What follows belongs to an exercise in optimizing a design on an open flow for small area, a short achievable clock period and few clock cycles; a production flow would make more cautious choices.
In this exercise RTL edits were held to simulation tests only and were not proved equivalent to the original.
Power is estimated from default activity; no workload was simulated.

build 21:
Design ttt_main, start of the top module:
module ttt_main (
    input  logic                                reset,
    input  logic                                clock_fast,
    output logic [2:0]                          stage,
    input  logic [4-1:0]        processor_id_in,
    output logic [4-1:0]        processor_id_out,
    input  logic [4-1:0]     good_tokens_in,
    input  logic [4-1:0]     bad_tokens_in,
    output logic [1:0]                          token_startstop,
    output logic                                output_valid,
    input  logic [4:0]                          instruction,
    input  logic [6-1:0]        connection_id_in,
    input  logic [8-1:0]           prog_data
);
Size: about 3,500 cells after synthesis.
clock: 6.5 ns
lec_check: 0
abc_clock_period_in_ps: 3000
cap_margin: 30
core_margin: 2
core_utilization: 50
cts_buf_list: sky130_fd_sc_hd__clkbuf_16
cts_cluster_diameter: 70
cts_cluster_size: 25
setup_slack_margin: 3.3
slew_margin: 20
run.sh (not shown) runs the stock make flow with config.mk's settings and CLKGATE_MAP_FILE= SYNTH_SCRIPT=/design/flow/synth_recipe.tcl, a recipe that flattens the netlist after the stock synthesis.
Testbench counts of build 21, summed over its fixed seeds: cycles 4,393.
#### Input delta (build 10 over build 21)
diff --git a/flow/config.mk b/flow/config.mk
--- a/flow/config.mk
+++ b/flow/config.mk
@@ -9,8 +9,8 @@
 export CAP_MARGIN = 30
 export CORE_MARGIN = 2
-export CORE_UTILIZATION = 50
+export CORE_UTILIZATION = 40
 export CTS_BUF_LIST = sky130_fd_sc_hd__clkbuf_16
 export CTS_CLUSTER_DIAMETER = 70
 export CTS_CLUSTER_SIZE = 25
-export SETUP_SLACK_MARGIN = 3.3
+export SETUP_SLACK_MARGIN = 3.2
 export SLEW_MARGIN = 20
Build 10 gives less required arrival time at the worst endpoint than build 21 did. Diff build 21 -> build 10: average via count per standard cell now smaller; full die area now larger. Comparing build 21 and build 10, the lower area growth from synthesis to final layout is on build 10. Delta (build 10 minus build 21): final worst-path setup slack now sits higher; non-clock buffer count shrank by 42; wire length after detailed routing decreased by 3.0% relative to the old numbers. The maximum number of pins on one net before global-route repair number comes out higher for build 10 vs build 21. Power consumed by the clock network: build 10 vs build 21 down about 9%. Maximum single-stage delay on the critical path, build 21 and build 10: larger value in build 21.
Here is what was changed in the inputs of build 43 compared with build 10.
diff --git a/flow/config.mk b/flow/config.mk
--- a/flow/config.mk
+++ b/flow/config.mk
@@ -11,6 +11,6 @@
 export CORE_UTILIZATION = 40
 export CTS_BUF_LIST = sky130_fd_sc_hd__clkbuf_16
-export CTS_CLUSTER_DIAMETER = 70
-export CTS_CLUSTER_SIZE = 25
-export SETUP_SLACK_MARGIN = 3.2
+export CTS_CLUSTER_DIAMETER = 60
+export CTS_CLUSTER_SIZE = 20
+export SETUP_SLACK_MARGIN = 3.0
 export SLEW_MARGIN = 20
[summary]
Diff build 10 -> build 43: fraction of area in registers saw a decrease, wire length roughly the same, count of buffers not belonging to the clock network in the layout dropped about 17%. [compare] base=build 10 new=build 43: final core area utilization rose by 0.52 points; ratio of routed vias to standard cells stayed essentially flat; number of core rows stayed essentially flat; slew of the pin with the lowest slew margin fell by 190 ps; area taken by flip-flops and latches stayed essentially flat. Per the comparison of build 43 with build 10, worst-case vdd ir drop went up, clock latency of the later-clocked register in the worst-skew pair went up, total via count after detailed routing did not really move.
### build 43 -> build 37
diff --git a/flow/config.mk b/flow/config.mk
--- a/flow/config.mk
+++ b/flow/config.mk
@@ -11,6 +11,6 @@
 export CORE_UTILIZATION = 40
 export CTS_BUF_LIST = sky130_fd_sc_hd__clkbuf_16
-export CTS_CLUSTER_DIAMETER = 60
-export CTS_CLUSTER_SIZE = 20
-export SETUP_SLACK_MARGIN = 3.0
+export CTS_CLUSTER_DIAMETER = 75
+export CTS_CLUSTER_SIZE = 28
+export SETUP_SLACK_MARGIN = 3.3
 export SLEW_MARGIN = 20
[summary]
- Build 43 → build 37: clock skew level; wire length moved up; pin count of the biggest net entering global routing moved down; clock-cell share of area moved down.
- Re final-report setup violation count: no difference whatsoever between build 37 and build 43.
- Across build 43 and build 37, none had a timing, DRC or antenna violation.
- Build 43 → build 37: setup slack grew by 210 ps, layout buffer count excluding clock buffers rose 35%, number of buffer and inverter stages on the critical path went up, post-layout instance count excluding filler cells comparable.

## re-timing with driven ports
The results above use ideal ports. As a check the final layouts listed here were re-extracted and re-timed, cells and wires unchanged.
Step 1 sets driving cells, clkbuf_16 on the clock port and buf_2 on the other inputs (assumed; they add their load-dependent delay and slew).
Step 2 times the ports against the registers' clock, not the clock port: input delays grow and output delays shrink by t, the midpoint of the rising clock arrivals with the driver on.
a / b / c = ideal ports / drivers / drivers and shift; a / b = the first two.
run | t, ns | setup slack, ns | worst slew at a driven data input, ns
build 21 | 0.782 | 3.163 / 3.163 / 2.580 | 0.18
build 10 | 0.720 | 3.251 / 3.251 / 2.718 | 0.13
build 43 | 0.742 | 3.052 / 3.052 / 2.609 | 0.11
build 37 | 0.748 | 3.263 / 3.263 / 2.740 | 0.12
After both steps every run listed still meets setup and hold. For build 21, which loses most, drivers alone change the setup slack by 0.000 ns; drivers and shift together by -0.583 ns.
